Source: an optimization exercise on an open RTL-to-GDS flow (aim: small area). Production flows keep margins and buffers that such runs may drop.
Function was checked by simulation only, so behaviour that the tests miss may differ from the original.
No activity file was given, so power comes from the tool's default toggle rates.

==> inputs of wip/raven <==
==> flow/design.v <==
package rv_pkg;
    localparam int XLEN = 32;
endpackage
`timescale 1ns/1ps
module rv_slice_top (
    input  logic        clk,
    input  logic        rst_n,
    input  logic [11:0] paddr,
    input  logic        psel,
    input  logic        penable,
    input  logic        pwrite,
    input  logic [31:0] pwdata,
    output logic [31:0] prdata,
    output logic        pready,
    output logic        pslverr
);
    logic [6:0] opc;
    logic [2:0] f3;
    logic [6:0] f7;
    logic       is_lui, is_auipc, is_jal, is_jalr, is_br, is_opi, is_op;
    logic       op_imm_ok, op_ok, legal;
    logic       is_alu, is_shift, is_slt, is_logic, is_sub, is_sra, cmp_signed;
    assign opc = pwdata[6:0];
    assign f3  = pwdata[14:12];
    assign f7  = pwdata[31:25];
    assign op_imm_ok = (f3 == 3'b001) ? (f7 == 7'h00) :
                       (f3 == 3'b101) ? (f7 == 7'h00 || f7 == 7'h20) : 1'b1;
    assign op_ok     = (f7 == 7'h00) || (f7 == 7'h20 && (f3 == 3'b000 || f3 == 3'b101));
    assign is_lui   = (opc == 7'b0110111);
    assign is_auipc = (opc == 7'b0010111);
    assign is_jal   = (opc == 7'b1101111);
    assign is_jalr  = (opc == 7'b1100111) && (f3 == 3'b000);
    assign is_br    = (opc == 7'b1100011) && (f3[2:1] != 2'b01);
    assign is_opi   = (opc == 7'b0010011) && op_imm_ok;
    assign is_op    = (opc == 7'b0110011) && op_ok;
    assign legal    = is_lui | is_auipc | is_jal | is_jalr | is_br | is_opi | is_op;
    assign is_alu     = is_opi | is_op;
    assign is_shift   = is_alu && (f3[1:0] == 2'b01);
    assign is_slt     = is_alu && (f3[2:1] == 2'b01);
    assign is_logic   = is_alu && f3[2] && (f3[1:0] != 2'b01);
    assign is_sub     = is_op && (f3 == 3'b000) && f7[5];
    assign is_sra     = f7[5];
    assign cmp_signed = is_br ? ~f3[1] : ~f3[0];
    logic a_instr, a_pc, a_reg, ex, rd_ok, err;
    assign a_instr = (paddr == 12'h084);
    assign a_pc    = (paddr == 12'h080);
    assign a_reg   = (paddr[11:7] == 5'd0) && (paddr[1:0] == 2'b00);
    assign ex      = pwrite & a_instr & legal;
    assign rd_ok   = ~pwrite & (a_reg | a_pc);
    assign err     = ~(ex | rd_ok);
    logic [4:0] phase;
    logic       clr;         
    logic       ph0, ph31;
    logic [5:0] cnt;         
    logic       a_seen;      
    logic       a_done;      
    logic       aw;          
    logic       first;       
    logic       fin;         
    logic       pc_in_t;
    assign ph0   = (phase == 5'd0);
    assign ph31  = (phase == 5'd31);
    assign aw    = psel & ~a_done & (a_seen | ph0);
    assign first = ~cnt[5];
    always_comb begin
        if (err)           pready = 1'b1;
        else if (rd_ok)    pready = aw & ph31;
        else if (is_shift) pready = (cnt == 6'd63);
        else if (is_slt)   pready = a_done;
        else               pready = aw & ph31;
    end
    assign fin     = psel & penable & pready;
    assign pslverr = err;
    always_ff @(posedge clk or negedge rst_n) begin
        if (!rst_n) begin
            phase  <= '0;
            clr    <= 1'b1;
            cnt    <= '0;
            a_seen <= 1'b0;
            a_done <= 1'b0;
        end else begin
            phase <= phase + 5'd1;
            if (ph31) clr <= 1'b0;
            if (!psel || fin) begin
                cnt    <= '0;
                a_seen <= 1'b0;
                a_done <= 1'b0;
            end else begin
                cnt <= cnt + 6'd1;
                if (ph0) a_seen <= 1'b1;
                if (aw && ph31) a_done <= 1'b1;
            end
        end
    end
    logic [31:0] head;       
    logic [31:1] wen;
    logic        wd;
    logic [31:0] p_q, t_q;
    logic        p_in, t_in;
    assign head[0] = 1'b0;
    for (genvar n = 1; n < 32; n++) begin : g_x
        logic [31:0] q;
        always_ff @(posedge clk) begin
            q <= {wen[n] ? wd : q[0], q[31:1]};
        end
        assign head[n] = q[0];
    end
    always_ff @(posedge clk) begin
        p_q <= {p_in, p_q[31:1]};
        t_q <= {t_in, t_q[31:1]};
    end
    logic [4:0] ra_idx;
    logic       rs1, rs2, pc_b, rstream;
    assign ra_idx  = pwrite ? pwdata[19:15] : paddr[6:2];
    assign rs1     = head[ra_idx] & ~clr;
    assign rs2     = head[pwdata[24:20]] & ~clr;
    assign pc_b    = ((pc_in_t & first) ? t_q[0] : p_q[0]) & ~clr;
    assign rstream = a_pc ? pc_b : rs1;
    logic imm;
    always_comb begin
        if (is_lui | is_auipc) begin
            imm = (phase < 5'd12) ? 1'b0 : pwdata[phase];
        end else if (is_jal) begin
            if (phase == 5'd0)       imm = 1'b0;
            else if (phase < 5'd11)  imm = pwdata[5'd20 + phase];
            else if (phase == 5'd11) imm = pwdata[20];
            else if (phase < 5'd20)  imm = pwdata[phase];
            else                     imm = pwdata[31];
        end else if (is_br) begin
            if (phase == 5'd0)       imm = 1'b0;
            else if (phase < 5'd5)   imm = pwdata[5'd7 + phase];
            else if (phase < 5'd11)  imm = pwdata[5'd20 + phase];
            else if (phase == 5'd11) imm = pwdata[7];
            else                     imm = pwdata[31];
        end else begin
            imm = (phase < 5'd11) ? pwdata[5'd20 + phase] : pwdata[31];
        end
    end
    logic a_add, b_add, b_cmp, sum, c_add, c_in;
    logic inc, c_inc, ci_inc;
    logic lt, eq, lt_nx, eq_nx, diff, taken;
    logic logic_b;
    assign a_add = (is_auipc | is_jal | is_br) ? pc_b : (is_lui ? 1'b0 : rs1);
    assign b_add = (is_op ? rs2 : imm) ^ is_sub;
    assign b_cmp = (is_op | is_br) ? rs2 : imm;
    assign c_in  = ph0 ? is_sub : c_add;
    assign sum   = a_add ^ b_add ^ c_in;
    assign ci_inc = (phase == 5'd2) | c_inc;
    assign inc    = pc_b ^ ci_inc;
    assign diff  = rs1 ^ b_cmp;
    assign eq_nx = (ph0 | eq) & ~diff;
    assign lt_nx = diff ? ((ph31 & cmp_signed) ? rs1 : b_cmp) : (~ph0 & lt);
    assign taken = (f3[2] ? lt_nx : eq_nx) ^ f3[0];
    always_comb begin
        case (f3[1:0])
            2'b00:   logic_b = rs1 ^ b_cmp;
            2'b10:   logic_b = rs1 | b_cmp;
            default: logic_b = rs1 & b_cmp;
        endcase
    end
    always_ff @(posedge clk) begin
        c_add <= (a_add & b_add) | (c_in & (a_add ^ b_add));
        c_inc <= ~ph31 & pc_b & ci_inc;
        eq    <= eq_nx;
        lt    <= lt_nx;
    end
    logic [4:0] shamt;
    logic       sgn;
    logic [4:0] tap;
    logic       fill, sh_b;
    logic [5:0] lim;
    always_ff @(posedge clk) begin
        if (first && phase < 5'd5) shamt[phase[2:0]] <= b_cmp;
        if (first && ph31) sgn <= rs1;
    end
    assign tap  = f3[2] ? shamt : (5'd0 - shamt);
    assign lim  = {1'b0, phase} + {1'b0, shamt};
    assign fill = f3[2] ? lim[5] : (phase < shamt);
    assign sh_b = fill ? (f3[2] & is_sra & sgn) : t_q[tap];
    logic go, rd_we;
    assign go = psel & ex;
    always_comb begin
        if (is_shift)          rd_we = ~first;
        else if (is_slt)       rd_we = (aw & ~ph0) | a_done;
        else                   rd_we = aw & ~is_br;
    end
    always_comb begin
        if (clr)                   wd = 1'b0;
        else if (is_shift)         wd = sh_b;
        else if (is_slt)           wd = a_done & lt;
        else if (is_jal | is_jalr) wd = inc;
        else if (is_logic)         wd = logic_b;
        else                       wd = sum;
    end
    for (genvar n = 1; n < 32; n++) begin : g_we
        assign wen[n] = clr | (go & rd_we & (pwdata[11:7] == n));
    end
    always_comb begin
        if (clr)                p_in = 1'b0;
        else if (go && aw) begin
            if (is_jal)         p_in = sum;
            else if (is_jalr)   p_in = sum & ~ph0;
            else                p_in = inc;
        end else                p_in = pc_b;
    end
    always_comb begin
        if (psel && rd_ok && aw)            t_in = rstream;
        else if (go && is_br && aw)         t_in = sum;
        else if (go && is_shift && first)   t_in = rs1;
        else                                t_in = t_q[0];
    end
    always_ff @(posedge clk or negedge rst_n) begin
        if (!rst_n) begin
            pc_in_t <= 1'b0;
        end else if (fin && !err) begin
            pc_in_t <= ex & is_br & taken;
        end
    end
    assign prdata = {rstream, t_q[31:1]};
endmodule
==> flow/run.sh <==
#!/bin/bash
# synth_recipe.tcl (not shown) runs the flow's synth.tcl, then flattens the netlist and writes it again
# the make line also repeats each setting of config.mk as NAME=value (left out here)
make -C /OpenROAD-flow-scripts/flow DESIGN_CONFIG=/design/flow/config.mk WORK_HOME=/design/flow/orfs CLKGATE_MAP_FILE= SYNTH_SCRIPT=/design/flow/synth_recipe.tcl finish
==> flow/config.mk <==
export PLATFORM = sky130hd
export DESIGN_NAME = rv_slice_top
export DESIGN_NICKNAME = rv_slice_top
export VERILOG_FILES = /design/flow/design.v
export SDC_FILE = /design/flow/constraint.sdc
export NUM_CORES = 4
export LEC_CHECK = 0
export CAP_MARGIN = 20
export CORE_MARGIN = 2
export CORE_UTILIZATION = 60
export CTS_BUF_LIST = sky130_fd_sc_hd__clkbuf_16
export CTS_CLUSTER_DIAMETER = 60
export CTS_CLUSTER_SIZE = 40
export PLACE_DENSITY = 0.7
export SLEW_MARGIN = 20
==> flow/constraint.sdc <==
create_clock -name core_clock -period 12.0 [get_ports {clk}]
set_input_delay 2.4000 -clock core_clock [delete_from_list [all_inputs] [get_ports {clk}]]
set_output_delay 2.4000 -clock core_clock [all_outputs]
set_load 0.01 [all_outputs]
==> wip/cedar (differences from wip/raven) <==
--- a/flow/design.v
+++ b/flow/design.v
@@ -74,21 +74,20 @@
     always_ff @(posedge clk or negedge rst_n) begin
         if (!rst_n) begin
-            phase  <= '0;
-            clr    <= 1'b1;
+            phase <= '0;
+            clr   <= 1'b1;
+        end else begin
+            phase <= phase + 5'd1;
+            if (ph31) clr <= 1'b0;
+        end
+    end
+    always_ff @(posedge clk) begin
+        if (!psel || fin) begin
             cnt    <= '0;
             a_seen <= 1'b0;
             a_done <= 1'b0;
         end else begin
-            phase <= phase + 5'd1;
-            if (ph31) clr <= 1'b0;
-            if (!psel || fin) begin
-                cnt    <= '0;
-                a_seen <= 1'b0;
-                a_done <= 1'b0;
-            end else begin
-                cnt <= cnt + 6'd1;
-                if (ph0) a_seen <= 1'b1;
-                if (aw && ph31) a_done <= 1'b1;
-            end
+            cnt <= cnt + 6'd1;
+            if (ph0) a_seen <= 1'b1;
+            if (aw && ph31) a_done <= 1'b1;
         end
     end
@@ -113,28 +112,10 @@
     logic       rs1, rs2, pc_b, rstream;
     assign ra_idx  = pwrite ? pwdata[19:15] : paddr[6:2];
-    assign rs1     = head[ra_idx] & ~clr;
-    assign rs2     = head[pwdata[24:20]] & ~clr;
+    rmux u_r1(.head(head), .idx(ra_idx), .clr(clr), .o(rs1));
+    rmux u_r2(.head(head), .idx(pwdata[24:20]), .clr(clr), .o(rs2));
     assign pc_b    = ((pc_in_t & first) ? t_q[0] : p_q[0]) & ~clr;
     assign rstream = a_pc ? pc_b : rs1;
     logic imm;
-    always_comb begin
-        if (is_lui | is_auipc) begin
-            imm = (phase < 5'd12) ? 1'b0 : pwdata[phase];
-        end else if (is_jal) begin
-            if (phase == 5'd0)       imm = 1'b0;
-            else if (phase < 5'd11)  imm = pwdata[5'd20 + phase];
-            else if (phase == 5'd11) imm = pwdata[20];
-            else if (phase < 5'd20)  imm = pwdata[phase];
-            else                     imm = pwdata[31];
-        end else if (is_br) begin
-            if (phase == 5'd0)       imm = 1'b0;
-            else if (phase < 5'd5)   imm = pwdata[5'd7 + phase];
-            else if (phase < 5'd11)  imm = pwdata[5'd20 + phase];
-            else if (phase == 5'd11) imm = pwdata[7];
-            else                     imm = pwdata[31];
-        end else begin
-            imm = (phase < 5'd11) ? pwdata[5'd20 + phase] : pwdata[31];
-        end
-    end
+    imm_gen u_imm(.pwdata(pwdata), .phase(phase), .fmt_u(is_lui | is_auipc), .fmt_b(is_br), .fmt_j(is_jal), .imm(imm));
     logic a_add, b_add, b_cmp, sum, c_add, c_in;
     logic inc, c_inc, ci_inc;
@@ -167,15 +148,10 @@
     logic [4:0] shamt;
     logic       sgn;
-    logic [4:0] tap;
-    logic       fill, sh_b;
-    logic [5:0] lim;
+    logic       sh_b;
     always_ff @(posedge clk) begin
         if (first && phase < 5'd5) shamt[phase[2:0]] <= b_cmp;
         if (first && ph31) sgn <= rs1;
     end
-    assign tap  = f3[2] ? shamt : (5'd0 - shamt);
-    assign lim  = {1'b0, phase} + {1'b0, shamt};
-    assign fill = f3[2] ? lim[5] : (phase < shamt);
-    assign sh_b = fill ? (f3[2] & is_sra & sgn) : t_q[tap];
+    sh_gen u_sh(.t_q(t_q), .shamt(shamt), .phase(phase), .right(f3[2]), .sra(is_sra), .sgn(sgn), .sh_b(sh_b));
     logic go, rd_we;
     assign go = psel & ex;
@@ -193,6 +169,14 @@
         else                       wd = sum;
     end
+    logic [7:0] we_hi;
+    logic [3:0] we_lo;
+    for (genvar i = 0; i < 8; i++) begin : g_wh
+        assign we_hi[i] = clr | (go & rd_we & (pwdata[11:9] == i));
+    end
+    for (genvar i = 0; i < 4; i++) begin : g_wl
+        assign we_lo[i] = clr | (pwdata[8:7] == i);
+    end
     for (genvar n = 1; n < 32; n++) begin : g_we
-        assign wen[n] = clr | (go & rd_we & (pwdata[11:7] == n));
+        assign wen[n] = we_hi[n / 4] & we_lo[n % 4];
     end
     always_comb begin
@@ -210,6 +194,6 @@
         else                                t_in = t_q[0];
     end
-    always_ff @(posedge clk or negedge rst_n) begin
-        if (!rst_n) begin
+    always_ff @(posedge clk) begin
+        if (clr) begin
             pc_in_t <= 1'b0;
         end else if (fin && !err) begin
@@ -219,2 +203,43 @@
     assign prdata = {rstream, t_q[31:1]};
 endmodule
+module rmux(input logic [31:0] head, input logic [4:0] idx, input logic clr, output logic o);
+    assign o = head[idx] & ~clr;
+endmodule
+module sh_gen(input logic [31:0] t_q, input logic [4:0] shamt, input logic [4:0] phase, input logic right, sra, sgn, output logic sh_b);
+    logic [4:0] tap;
+    logic       gt_r, lt_l, fill;
+    always_comb begin
+        gt_r = 1'b0;     
+        lt_l = 1'b0;     
+        for (int i = 0; i < 5; i++) begin
+            if (phase[i] != ~shamt[i]) gt_r = phase[i];
+            if (phase[i] != shamt[i])  lt_l = shamt[i];
+        end
+    end
+    assign tap  = right ? shamt : (5'd0 - shamt);
+    assign fill = right ? gt_r : lt_l;
+    assign sh_b = fill ? (right & sra & sgn) : t_q[tap];
+endmodule
+module imm_gen(input logic [31:0] pwdata, input logic [4:0] phase, input logic fmt_u, fmt_b, fmt_j, output logic imm);
+    logic [31:0] v;
+    logic        m, m_b;
+    logic [3:0]  vb;
+    assign v  = {pwdata[31:12], 1'b0, pwdata[30:20]};
+    assign m  = v[phase];
+    assign vb = {pwdata[10:8], pwdata[11]};    
+    assign m_b = vb[phase[1:0]];
+    always_comb begin
+        if (phase < 5'd11) begin
+            if (fmt_u)                              imm = 1'b0;
+            else if (phase == 5'd0)                 imm = ~(fmt_b | fmt_j) & m;
+            else if (fmt_b && phase < 5'd5)         imm = m_b;
+            else                                    imm = m;
+        end else if (phase == 5'd11) begin
+            imm = fmt_u ? 1'b0 : fmt_b ? pwdata[7] : fmt_j ? pwdata[20] : pwdata[31];
+        end else if (fmt_u || (fmt_j && phase < 5'd20)) begin
+            imm = m;
+        end else begin
+            imm = pwdata[31];
+        end
+    end
+endmodule
==> flow/flow/run.sh (new file) <==
#!/bin/bash
# The standard layout (standard.sh), with three changes:
#  - synthesis maps the logic with an area-oriented ABC script (flow/abc_area_map.script)
#    instead of ORFS's delay-oriented one; everything else in synthesis is unchanged
#  - port buffers use the smallest buffer (buf_1) instead of clkdlybuf4s50_1
#  - the clock tree uses clkbuf_4 leaf clusters of at most 12 sinks, without dummy loads
set -e
rm -rf scripts_area
cp -r "$FLOW_HOME/scripts" scripts_area
cp flow/abc_area_map.script scripts_area/abc_speed.script
export SCRIPTS_DIR="$PWD/scripts_area"
export BUFFER_PORTS_ARGS="-buffer_cell sky130_fd_sc_hd__buf_1"
export CTS_ARGS="-sink_clustering_enable -repair_clock_nets -sink_clustering_size 13 -sink_clustering_max_diameter 30 -buf_list sky130_fd_sc_hd__clkbuf_4 -dont_use_dummy_load"
bash standard.sh > standard.log 2>&1
==> flow/flow/abc_area_map.script (new file) <==
strash
dch
amap -m
topo
strash
dch
amap -m
topo
==> flow/standard.sh (new file) <==
#!/bin/bash
# synth_recipe.tcl (not shown) runs the flow's synth.tcl, then flattens the netlist and writes it again
# the make line also repeats each setting of config.mk as NAME=value (left out here)
make -C /OpenROAD-flow-scripts/flow DESIGN_CONFIG=/design/flow/config.mk WORK_HOME=/design/flow/orfs CLKGATE_MAP_FILE= SYNTH_SCRIPT=/design/flow/synth_recipe.tcl "${@:-finish}"
CTS_BUF_LIST = unset   (was sky130_fd_sc_hd__clkbuf_16)
CTS_CLUSTER_DIAMETER = unset   (was 60)
CTS_CLUSTER_SIZE = unset   (was 40)
removed: flow/run.sh
==> metrics.md <==
| Metric | Value |
|---|---|
| Outcome | complete, no violations |
| Met2 Track Usage GR | 0.281 |
| Power share of the combinational group | 0.016 |
| Average wire length per cell after detail routing | 17.3 um |
| Fillers | 2974 |
The numbers above come from wip/raven.

==> metrics.md <==
| Metric | Value |
|---|---|
| Outcome | complete, no violations |
| Routability-driven placement congestion ratio | 0.882 |
| Final Non-Filler Cells | 2340 |
| Hold Path End | g_x[12].q[8] |
| Setup ws final | 4.10 ns |
| Power share of the combinational group | 0.019 |
| Commonest cells in the synthesized netlist | dfxtp_1 (1069), nor2_1 (125), clkinv_1 (60) |
| Fillers | 2942 |
| Met2 Track Usage GR | 0.261 |
| Area taken by multi-input logic gates | 2580 um2 |
| Top Family by Delay on Critical Path | simple AND/OR/NAND/NOR gates |
The numbers above come from wip/cedar.

-- static timing again, ports no longer ideal --
Ports are ideal in the flow. The routed layouts listed here were re-timed in OpenROAD.
Step 1, drivers: a clkbuf_16 drives clk and a buf_2 each remaining input, both assumed.
Step 2 adds t to the input delays and takes it off the output delays; t is the mean of the earliest and latest rising clock arrival at the registers after step 1. Input paths then give back, and output paths get back, about the clock's delay inside the block.
Three values: ideal, step 1, step 2; two values: the first two.
| run | t (ns) | setup slack, ns | hold WS [ns] | worst setup path after step 2 | worst slew at a driven data input, ns |
|---|---|---|---|---|---|
| wip/raven | 0.641 | 3.896 / 3.870 / 3.870 | 0.288 / 0.288 / 0.288 | input to output | 0.11 |
| wip/cedar | 0.860 | 4.105 / 4.084 / 4.084 | 0.249 / 0.249 / 0.249 | input to output | 0.10 |
After both steps every run listed still meets setup and hold. For wip/raven, which loses most, drivers alone change the setup slack by -0.026 ns; drivers and shift together by -0.026 ns.
